What follows belongs to an exercise in optimizing a design on an open flow for small area; a production flow would make more cautious choices. Function was checked by simulation only, so behaviour that the tests miss may differ from the original. Power and IR drop assume default switching activity.

## design/flow/design.v

```verilog
package dcache_pkg;
	localparam int ADDR_WIDTH = 16;
	localparam int DATA_WIDTH = 32;
	localparam int INDEX_WIDTH = 4;
	localparam int OFFSET_WIDTH = 2;
	localparam int LINE_WORDS = 1 << OFFSET_WIDTH;
	localparam int NUM_LINES = 1 << INDEX_WIDTH;
	localparam int TAG_WIDTH = ADDR_WIDTH - INDEX_WIDTH - OFFSET_WIDTH - 2;
	typedef logic [ADDR_WIDTH - 1 : 0] addr_t;
	typedef logic [DATA_WIDTH - 1 : 0] word_t;
	typedef logic [TAG_WIDTH - 1 : 0] tag_t;
	typedef logic [INDEX_WIDTH - 1 : 0] index_t;
	typedef logic [OFFSET_WIDTH - 1 : 0] offset_t;
	typedef logic [LINE_WORDS - 1 : 0] beat_t;
	typedef enum logic [1:0] {
		STATE_READY,
		STATE_FLUSH,
		STATE_WAIT,
		STATE_REFILL
	} dcache_state_t;
endpackage
`timescale 1ns/1ps
module cache_bank #(
	parameter int WIDTH = dcache_pkg::DATA_WIDTH
) (
	input  logic                clk,
	input  logic                i_we,
	input  dcache_pkg::index_t  i_waddr,
	input  dcache_pkg::index_t  i_raddr,
	input  logic [WIDTH - 1 : 0] i_wdata,
	output logic [WIDTH - 1 : 0] o_rdata
);
	logic [WIDTH - 1 : 0] mem [dcache_pkg::NUM_LINES];
	always_ff @(posedge clk)
	begin
		if (i_we)
			mem[i_waddr] <= i_wdata;
	end
	always_ff @(posedge clk)
	begin
		if (i_we && (i_waddr == i_raddr))
			o_rdata <= i_wdata;
		else
			o_rdata <= mem[i_raddr];
	end
endmodule
`timescale 1ns/1ps
module line_beat_counter (
	input  logic                 clk,
	input  logic                 rst_n,
	input  logic                 i_advance,
	output dcache_pkg::beat_t    o_select,
	output dcache_pkg::offset_t  o_beat,
	output logic                 o_last
);
	localparam int W = dcache_pkg::LINE_WORDS;
	always_ff @(posedge clk or negedge rst_n)
	begin
		if (!rst_n)
			o_select <= dcache_pkg::beat_t'(1);
		else if (i_advance)
			o_select <= {o_select[W - 2 : 0], o_select[W - 1]};
	end
	always_comb
	begin
		o_beat = '0;
		for (int i = 0; i < W; i++)
		begin
			if (o_select[i])
				o_beat = dcache_pkg::offset_t'(i);
		end
	end
	assign o_last = o_select[W - 1];
endmodule
`timescale 1ns/1ps
module dcache_flush_buffer (
	input  logic               clk,
	input  logic               i_load,
	input  dcache_pkg::word_t [dcache_pkg::LINE_WORDS - 1 : 0] i_line,
	output dcache_pkg::word_t  o_word
);
	localparam int W = dcache_pkg::LINE_WORDS;
	dcache_pkg::word_t [W - 1 : 0] shift_words;
	always_ff @(posedge clk)
	begin
		if (i_load)
		begin
			for (int i = 0; i < W; i++)
				shift_words[i] <= i_line[i];
		end
		else
		begin
			for (int i = 0; i < W - 1; i++)
				shift_words[i] <= shift_words[i + 1];
		end
	end
	assign o_word = shift_words[0];
endmodule
`timescale 1ns/1ps
module dcache_tag_store (
	input  logic                clk,
	input  logic                rst_n,
	input  dcache_pkg::index_t  i_raddr,
	input  dcache_pkg::index_t  i_index,
	input  dcache_pkg::tag_t    i_tag,
	input  logic                i_mark_dirty,
	input  logic                i_fill,
	input  dcache_pkg::index_t  i_fill_index,
	input  dcache_pkg::tag_t    i_fill_tag,
	output logic                o_match,
	output logic                o_victim_dirty,
	output dcache_pkg::tag_t    o_victim_tag
);
	logic [dcache_pkg::NUM_LINES - 1 : 0] valid_bits;
	logic [dcache_pkg::NUM_LINES - 1 : 0] dirty_bits;
	dcache_pkg::tag_t tag_rdata;
	cache_bank #(
		.WIDTH (dcache_pkg::TAG_WIDTH)
	) u_tag_bank (
		.clk,
		.i_we    (i_fill),
		.i_waddr (i_fill_index),
		.i_raddr (i_raddr),
		.i_wdata (i_fill_tag),
		.o_rdata (tag_rdata)
	);
	always_comb
	begin
		o_match = valid_bits[i_index] & (tag_rdata == i_tag);
		o_victim_dirty = valid_bits[i_index] & dirty_bits[i_index];
		o_victim_tag = tag_rdata;
	end
	always_ff @(posedge clk or negedge rst_n)
	begin
		if (!rst_n)
		begin
			valid_bits <= '0;
			dirty_bits <= '0;
		end
		else
		begin
			if (i_mark_dirty)
				dirty_bits[i_index] <= 1'b1;
			if (i_fill)
			begin
				valid_bits[i_fill_index] <= 1'b1;
				dirty_bits[i_fill_index] <= 1'b0;
			end
		end
	end
endmodule
`timescale 1ns/1ps
module dcache_ctrl (
	input  logic                clk,
	input  logic                rst_n,
	input  logic                i_req_valid,
	input  logic                i_req_write,
	input  dcache_pkg::addr_t   i_req_addr,
	input  dcache_pkg::addr_t   i_req_addr_next,
	input  dcache_pkg::word_t   i_req_wdata,
	input  logic                i_match,
	input  logic                i_victim_dirty,
	input  dcache_pkg::tag_t    i_victim_tag,
	input  logic                i_beat_last,
	input  dcache_pkg::beat_t   i_beat_select,
	input  logic                i_mem_rd_done,
	input  logic                i_mem_rd_valid,
	input  dcache_pkg::word_t   i_mem_rd_data,
	input  logic                i_mem_wr_done,
	output logic                o_resp_valid,
	output dcache_pkg::index_t  o_index,
	output dcache_pkg::index_t  o_raddr,
	output dcache_pkg::tag_t    o_tag,
	output logic                o_mark_dirty,
	output logic                o_fill,
	output dcache_pkg::index_t  o_fill_index,
	output dcache_pkg::tag_t    o_fill_tag,
	output logic                o_advance,
	output logic                o_load,
	output dcache_pkg::beat_t   o_bank_we,
	output dcache_pkg::index_t  o_bank_waddr,
	output dcache_pkg::index_t  o_bank_raddr,
	output dcache_pkg::word_t   o_bank_wdata,
	output logic                o_mem_rd_go,
	output dcache_pkg::addr_t   o_mem_rd_base,
	output logic                o_mem_wr_go,
	output dcache_pkg::addr_t   o_mem_wr_base,
	output logic                o_mem_wr_valid
);
	localparam int LOW_BITS = dcache_pkg::OFFSET_WIDTH + 2;
	dcache_pkg::dcache_state_t state, next_state;
	dcache_pkg::tag_t req_tag, r_tag;
	dcache_pkg::index_t req_index, next_index, r_index;
	dcache_pkg::offset_t req_offset;
	logic hit, miss, refill_last;
	assign {req_tag, req_index, req_offset} = i_req_addr[dcache_pkg::ADDR_WIDTH - 1 : 2];
	assign next_index = i_req_addr_next[LOW_BITS +: dcache_pkg::INDEX_WIDTH];
	always_comb
	begin
		hit = i_req_valid & i_match & (state == dcache_pkg::STATE_READY);
		miss = i_req_valid & ~i_match & (state == dcache_pkg::STATE_READY);
		refill_last = i_mem_rd_valid & i_beat_last;
	end
	always_comb
	begin
		next_state = state;
		unique case (state)
			dcache_pkg::STATE_READY:
			begin
				if (miss && i_victim_dirty && i_mem_wr_done)
					next_state = dcache_pkg::STATE_FLUSH;
				else if (miss && !i_victim_dirty && i_mem_rd_done)
					next_state = dcache_pkg::STATE_REFILL;
			end
			dcache_pkg::STATE_FLUSH:
			begin
				if (i_beat_last)
					next_state = dcache_pkg::STATE_WAIT;
			end
			dcache_pkg::STATE_WAIT:
			begin
				if (i_mem_wr_done && i_mem_rd_done)
					next_state = dcache_pkg::STATE_REFILL;
			end
			dcache_pkg::STATE_REFILL:
			begin
				if (refill_last)
					next_state = dcache_pkg::STATE_READY;
			end
		endcase
	end
	always_ff @(posedge clk or negedge rst_n)
	begin
		if (!rst_n)
			state <= dcache_pkg::STATE_READY;
		else
			state <= next_state;
	end
	always_ff @(posedge clk)
	begin
		if (miss)
		begin
			r_tag <= req_tag;
			r_index <= req_index;
		end
	end
	always_comb
	begin
		o_resp_valid = hit;
		o_index = req_index;
		o_raddr = next_index;
		o_tag = req_tag;
		o_mark_dirty = hit & i_req_write;
		o_fill = (state == dcache_pkg::STATE_REFILL) & refill_last;
		o_fill_index = r_index;
		o_fill_tag = r_tag;
		o_advance = (state == dcache_pkg::STATE_FLUSH)
			| ((state == dcache_pkg::STATE_REFILL) & i_mem_rd_valid);
		o_load = (state == dcache_pkg::STATE_READY) & (next_state == dcache_pkg::STATE_FLUSH);
	end
	always_comb
	begin
		o_bank_we = '0;
		if (state == dcache_pkg::STATE_READY)
		begin
			o_bank_wdata = i_req_wdata;
			o_bank_waddr = req_index;
			if (hit && i_req_write)
				o_bank_we[req_offset] = 1'b1;
			if (next_state == dcache_pkg::STATE_FLUSH)
				o_bank_raddr = req_index;
			else
				o_bank_raddr = next_index;
		end
		else
		begin
			o_bank_wdata = i_mem_rd_data;
			o_bank_waddr = r_index;
			if ((state == dcache_pkg::STATE_REFILL) && i_mem_rd_valid)
				o_bank_we = i_beat_select;
			if (next_state == dcache_pkg::STATE_READY)
				o_bank_raddr = next_index;
			else
				o_bank_raddr = r_index;
		end
	end
	always_comb
	begin
		o_mem_wr_go = o_load;
		o_mem_wr_base = {i_victim_tag, req_index, {LOW_BITS{1'b0}}};
		o_mem_wr_valid = state == dcache_pkg::STATE_FLUSH;
		o_mem_rd_go = (state != dcache_pkg::STATE_REFILL)
			& (next_state == dcache_pkg::STATE_REFILL);
		if (state == dcache_pkg::STATE_READY)
			o_mem_rd_base = {req_tag, req_index, {LOW_BITS{1'b0}}};
		else
			o_mem_rd_base = {r_tag, r_index, {LOW_BITS{1'b0}}};
	end
endmodule
`timescale 1ns/1ps
module dcache_top (
	input  logic               clk,
	input  logic               rst_n,
	input  logic               i_req_valid,
	input  logic               i_req_write,
	input  dcache_pkg::addr_t  i_req_addr,
	input  dcache_pkg::addr_t  i_req_addr_next,
	input  dcache_pkg::word_t  i_req_wdata,
	output logic               o_resp_valid,
	output dcache_pkg::word_t  o_resp_rdata,
	output logic               o_mem_rd_go,
	output dcache_pkg::addr_t  o_mem_rd_base,
	input  logic               i_mem_rd_done,
	input  logic               i_mem_rd_valid,
	input  dcache_pkg::word_t  i_mem_rd_data,
	output logic               o_mem_wr_go,
	output dcache_pkg::addr_t  o_mem_wr_base,
	input  logic               i_mem_wr_done,
	output logic               o_mem_wr_valid,
	output dcache_pkg::word_t  o_mem_wr_data
);
	dcache_pkg::index_t tag_index, tag_raddr, fill_index;
	dcache_pkg::index_t bank_waddr, bank_raddr;
	dcache_pkg::tag_t req_tag, victim_tag, fill_tag;
	dcache_pkg::beat_t beat_select, bank_we;
	dcache_pkg::word_t bank_wdata;
	dcache_pkg::word_t [dcache_pkg::LINE_WORDS - 1 : 0] bank_rdata;
	dcache_pkg::offset_t req_offset;
	logic match, victim_dirty, mark_dirty, fill;
	logic advance, load, beat_last;
	dcache_ctrl u_ctrl (
		.clk,
		.rst_n,
		.i_req_valid,
		.i_req_write,
		.i_req_addr,
		.i_req_addr_next,
		.i_req_wdata,
		.i_match        (match),
		.i_victim_dirty (victim_dirty),
		.i_victim_tag   (victim_tag),
		.i_beat_last    (beat_last),
		.i_beat_select  (beat_select),
		.i_mem_rd_done,
		.i_mem_rd_valid,
		.i_mem_rd_data,
		.i_mem_wr_done,
		.o_resp_valid,
		.o_index        (tag_index),
		.o_raddr        (tag_raddr),
		.o_tag          (req_tag),
		.o_mark_dirty   (mark_dirty),
		.o_fill         (fill),
		.o_fill_index   (fill_index),
		.o_fill_tag     (fill_tag),
		.o_advance      (advance),
		.o_load         (load),
		.o_bank_we      (bank_we),
		.o_bank_waddr   (bank_waddr),
		.o_bank_raddr   (bank_raddr),
		.o_bank_wdata   (bank_wdata),
		.o_mem_rd_go,
		.o_mem_rd_base,
		.o_mem_wr_go,
		.o_mem_wr_base,
		.o_mem_wr_valid
	);
	line_beat_counter u_beat (
		.clk,
		.rst_n,
		.i_advance (advance),
		.o_select  (beat_select),
		.o_beat    (),
		.o_last    (beat_last)
	);
	dcache_flush_buffer u_flush (
		.clk,
		.i_load (load),
		.i_line (bank_rdata),
		.o_word (o_mem_wr_data)
	);
	dcache_tag_store u_tags (
		.clk,
		.rst_n,
		.i_raddr        (tag_raddr),
		.i_index        (tag_index),
		.i_tag          (req_tag),
		.i_mark_dirty   (mark_dirty),
		.i_fill         (fill),
		.i_fill_index   (fill_index),
		.i_fill_tag     (fill_tag),
		.o_match        (match),
		.o_victim_dirty (victim_dirty),
		.o_victim_tag   (victim_tag)
	);
	for (genvar g = 0; g < dcache_pkg::LINE_WORDS; g++)
	begin : g_data_bank
		cache_bank #(
			.WIDTH (dcache_pkg::DATA_WIDTH)
		) u_data_bank (
			.clk,
			.i_we    (bank_we[g]),
			.i_waddr (bank_waddr),
			.i_raddr (bank_raddr),
			.i_wdata (bank_wdata),
			.o_rdata (bank_rdata[g])
		);
	end
	assign req_offset = i_req_addr[2 +: dcache_pkg::OFFSET_WIDTH];
	assign o_resp_rdata = bank_rdata[req_offset];
endmodule
```

## design/flow/run.sh

```bash
#!/bin/bash
# synth_recipe.tcl (not shown) runs the flow's synth.tcl, then flattens the netlist and writes it again
# the make line also repeats each setting of config.mk as NAME=value (left out here)
make -C /OpenROAD-flow-scripts/flow DESIGN_CONFIG=/design/flow/config.mk WORK_HOME=/design/flow/orfs CLKGATE_MAP_FILE= SYNTH_SCRIPT=/design/flow/synth_recipe.tcl finish
```

## design/flow/config.mk

```make
export PLATFORM = sky130hd
export DESIGN_NAME = dcache_top
export DESIGN_NICKNAME = dcache_top
export VERILOG_FILES = /design/flow/design.v
export SDC_FILE = /design/flow/constraint.sdc
export NUM_CORES = 4
export LEC_CHECK = 0
export CAP_MARGIN = 20
export CORE_MARGIN = 2
export CORE_UTILIZATION = 40
export SLEW_MARGIN = 20
```

## design/flow/constraint.sdc

```tcl
create_clock -name core_clock -period 7.5 [get_ports {clk}]
set_input_delay 1.5000 -clock core_clock [delete_from_list [all_inputs] [get_ports {clk}]]
set_output_delay 1.5000 -clock core_clock [all_outputs]
set_load 0.01 [all_outputs]
```

==> flow_summary.rst <==
.. list-table::
   :header-rows: 1

   * - Metric
     - Value
   * - Top FF cell, synth
     - edfxtp_1
   * - Layout cells sized above 1
     - 0.311
   * - Resized Gates After CTS
     - 0
   * - Net count reported at finish
     - 4295
   * - Max-Slew Margin vs Limit
     - 0.279
   * - Crit path time final
     - 6320 ps
   * - Reported max-cap violation count
     - 0
   * - Number of buffers on the longest clock path
     - 3
   * - Critical path required time
     - 6000 ps
   * - Antenna violations before repair
     - 10
   * - Clock latency reported for the late side of the worst-skew pair
     - 880 ps
   * - Row count
     - 174
   * - Comb pwr share
     - 0.016
   * - Worst setup timing slack at the placement stage
     - 1180 ps
   * - Hold path start
     - u_flush.shift_words[49]
   * - Largest net degree at the start of global routing
     - 98
   * - Proportion of power drawn by flip-flops and latches
     - 0.555
   * - Clock slew at the register clock pins of the worst setup and hold paths
     - 60 ps
   * - Final clock period utilization by the worst path
     - 0.843
   * - Number of port buffers
     - 180
   * - Via count of the first global-routing pass
     - 41949
   * - Launching element type of the critical path
     - register
   * - Worst setup EP type
     - output pin
   * - Distinct cell type count after synthesis
     - 54
   * - TritonCTS clock tree
     - yes
   * - Overall overflow remaining after global route
     - 0
   * - Post-DR vias/cell
     - 5.55
   * - HPWL reported at the end of detailed placement
     - 126000 um
   * - Clock power frac
     - 0.429
   * - Most common library cell in the layout ignoring fill and taps
     - edfxtp_1
   * - Remaining routing DRC violations
     - 0
   * - Starting density of the core
     - 0.403
   * - Io pins
     - 203
   * - Switching Fraction
     - 0.203
   * - Final count of negative-setup-slack endpoints
     - 0
   * - Highest-count cells in the layout ignoring fill and taps
     - edfxtp_1, mux4_2, clkbuf_16, clkdlybuf4s50_1, buf_4
   * - Classification of the worst setup path
     - reg2out
   * - Post-synth ARST share
     - 0.0161
   * - Area of all placed cells without fillers
     - 0.104 sq mm
   * - Post-detailed-routing wire length
     - 214000 um
   * - Number of synthesized register bits
     - 2362
   * - Number of warnings reported in the yosys synthesis log
     - 6
   * - Height of the die
     - 480 um
   * - Number of detailed-route iterations in the first pass
     - 8
   * - Die X-Extent
     - 480 um
   * - Setup bufs post-CTS
     - 0
   * - Post-synth design cell area
     - 0.0906 sq mm
   * - Internal Power
     - 0.0207 W
   * - Cell area reported after detailed placement
     - 0.0969 sq mm
   * - Maximum level of the CTS H-tree
     - 4
   * - Worst-margin pin slew
     - 1080 ps
   * - Wire length of the first global-routing pass
     - 307000 um
   * - Arrival time reported for the critical path endpoint
     - 4820 ps
   * - Avg Inst Size Synth
     - 23.4 sq um
   * - Root buffer selected by CTS
     - clkbuf_16
   * - Global routing usage summed across all routing layers
     - 0.185
   * - Setup TNS after final layout
     - 0 ps
   * - Clock sink count
     - 2362
   * - Gate Count Post-Synth
     - 3868
   * - Placer Congestion
     - 0.799
   * - Via Count
     - 40924
   * - NetSw
     - 0.00525 W
   * - Sequential-to-total area share from yosys stat
     - 0.769
   * - FMAX
     - 158 MHz
   * - Critical-path maximum fanout
     - 29
   * - Number of buffers created by CTS
     - 227
   * - Post-synth EDFFs
     - 2220
   * - Areal power density over the cells
     - 249 mW/mm^2
   * - Overall die area
     - 0.230 sq mm
   * - Number of DRC markers after the initial detailed-route iteration
     - 4441
   * - Worst IR Drop VDD
     - 0.253 mV
   * - Leakage
     - 32.4 nW
   * - Antenna Violating Nets Remaining
     - 0
   * - Area overhead of the layout relative to synthesis
     - 14.9%
   * - Final slew viol count
     - 0
   * - Final worst clock skew
     - 69.4 ps
   * - Routed wire per std cell
     - 28.9 um
   * - Status
     - no timing/DRC/antenna violations
   * - Setup repair after global routing missed its margin
     - false
   * - Worst Slack Setup Final
     - 1180 ps
   * - Core box area
     - 0.225 sq mm
   * - Hold-fix buffers at CTS
     - 0
   * - Count of final hold-check violations
     - 0
   * - Worst min-delay path class
     - reg2reg
## final cells by class
| class | count | area (sq um) |
|---|---|---|
| fillers | 18460 | 121000 |
| flip-flops and latches | 2362 | 69700 |
| multi-input cells | 1255 | 20200 |
| clock buffers | 292 | 6000 |
| well taps | 2992 | 3740 |
| repair buffers | 320 | 3120 |
| clock inverters | 134 | 1270 |
| inverters | 17 | 63.8 |
| diodes | 7 | 17.5 |
## sequential cells by signal, summed over array words and instances, names as in the netlist, named ones only
name                         flops
g_data_bank.u_data_bank.mem   2048
u_beat.o_select                  4
u_ctrl.r_index                   4
u_ctrl.r_tag                     8
u_ctrl.state                     2
u_flush.shift_words            128
u_tags.dirty_bits               16
u_tags.u_tag_bank.mem          128
u_tags.valid_bits               16
## power groups by stage
| stage | Clock [W] | Sequential [W] | Combinational [W] |
|---|---|---|---|
| 2_1_floorplan | 0 | 0.0147 | 0.000192 |
| 3_3_place_gp | 0 | 0.0147 | 0.000392 |
| 3_5_place_dp | 0 | 0.0147 | 0.000409 |
| 4_1_cts | 0.0113 | 0.0144 | 0.000410 |
| 5_1_grt | 0.0118 | 0.0144 | 0.000438 |
| 6_report | 0.0111 | 0.0144 | 0.000405 |
## cell families after synthesis
logic type / share of synthesized area
AND/OR/NAND/NOR: 0.0131
XOR/XNOR: 0.000966
buffers and inverters: 0.0140
AO/OA/AOI/OAI: 0.00783
adder cells (fa/ha/maj): 0.00124
flip-flops: 0.769
multiplexers: 0.194
other: 0.0000414
## per-layer routing
metal | up-vias | track usage | share of wire
li1 | 17031 | - | -
met1 | 22408 | 0.253 | 0.42
met2 | 1221 | 0.312 | 0.51
met3 | 264 | 0.0302 | 0.057
met4 | 0 | 0.0430 | 0.019
met5 | - | 0 | 0
## stage by stage
stage / std cells / hold slack, ps / util / power, W
6_report: 7379 / 438 / 0.463 / 0.0259
5_1_grt: 7373 / 450 / 0.463 / 0.0266
4_1_cts: 7372 / 440 / 0.463 / 0.0261
3_5_place_dp: 6946 / 425 / 0.430 / 0.0151
3_3_place_gp: 6942 / 424 / 0.430 / 0.0151
2_1_floorplan: 3875 / 417 / - / 0.0149
## worst max-delay path: stages, from the launching register on
cell and delay, ps:
dfxtp_2 960, buf_4 350, mux4_2 510, mux2i_1 350, xor2_1 110, nand2_1 130
nor4b_4 80, o21ai_2 360, nand3_4 170, inv_2 280, clkdlybuf4s50_1 620
## synth_stat cells (all sizes together), types with 2 or more instances
master  number  area (sq um)
a211oi      17           128
clkbuf     110           413
mux4       689         15500
nand2b       8          50.1
a22o         4          35.0
nor2       119           447
o22a         8          70.1
inv         15          56.3
o31a         4          61.3
nand3       16          80.1
o31ai        4          30.0
nor3         6          30.0
or3          2          12.5
and3         3          18.8
a21oi       22           110
o221a        4          45.0
mux2i       46           460
a22oi       10          75.1
clkinv       2          7.51
or2         12          75.1
nor3b        6          45.0
and4         2          17.5
dfxtp      104          2080
edfxtp    2220         66700
buf        131           792
xnor2        6          52.6
nand3b       2          15.0
ha           9           113
a31oi        3          18.8
mux2       139          1570
dfrtp       37           926
and2         3          18.8
nand2       50           188
o21ai       17          88.8
nor2b       21           131
nand4        3          18.8
xor2         4          35.0
## final timing paths
| kind | end | slack, ps | depth (start not counted) |
|---|---|---|---|
| hold / removal | u_flush.shift_words[17] | 440 | 1 |
| setup / recovery | o_mem_wr_go | 1180 | 10 |
| hold reg to reg | u_flush.shift_words[17] | 440 | 1 |
| setup reg to reg | g_data_bank[1].u_data_bank.mem[14][2] | 1850 | 10 |
| min in group asynchronous | u_tags.valid_bits[2] | 760 | 1 |
| max in group asynchronous | u_tags.dirty_bits[10] | 6190 | 1 |

[re-timing with driven ports]
The results above use ideal ports. As a check the final layout listed here was re-extracted and re-timed, cells and wires unchanged. Step 1, drivers: a clkbuf_16 drives clk and a buf_2 each remaining input, both assumed. Step 2 times the ports against the registers' clock, not the clock port: input delays grow and output delays shrink by t, the midpoint of the rising clock arrivals with the driver on. a / b / c = no drivers / after step 1 / after step 2; a / b = the first two.
shift t [ns]: 0.927
slack for setup (ns): 1.177 / 1.096 / 1.159
worst setup path after step 2: input to output
worst data-port slew with drivers (ns): 0.08
After both steps setup and hold are still met in this run. The setup slack of this run moves by -0.081 ns with the drivers and by -0.018 ns with both steps.
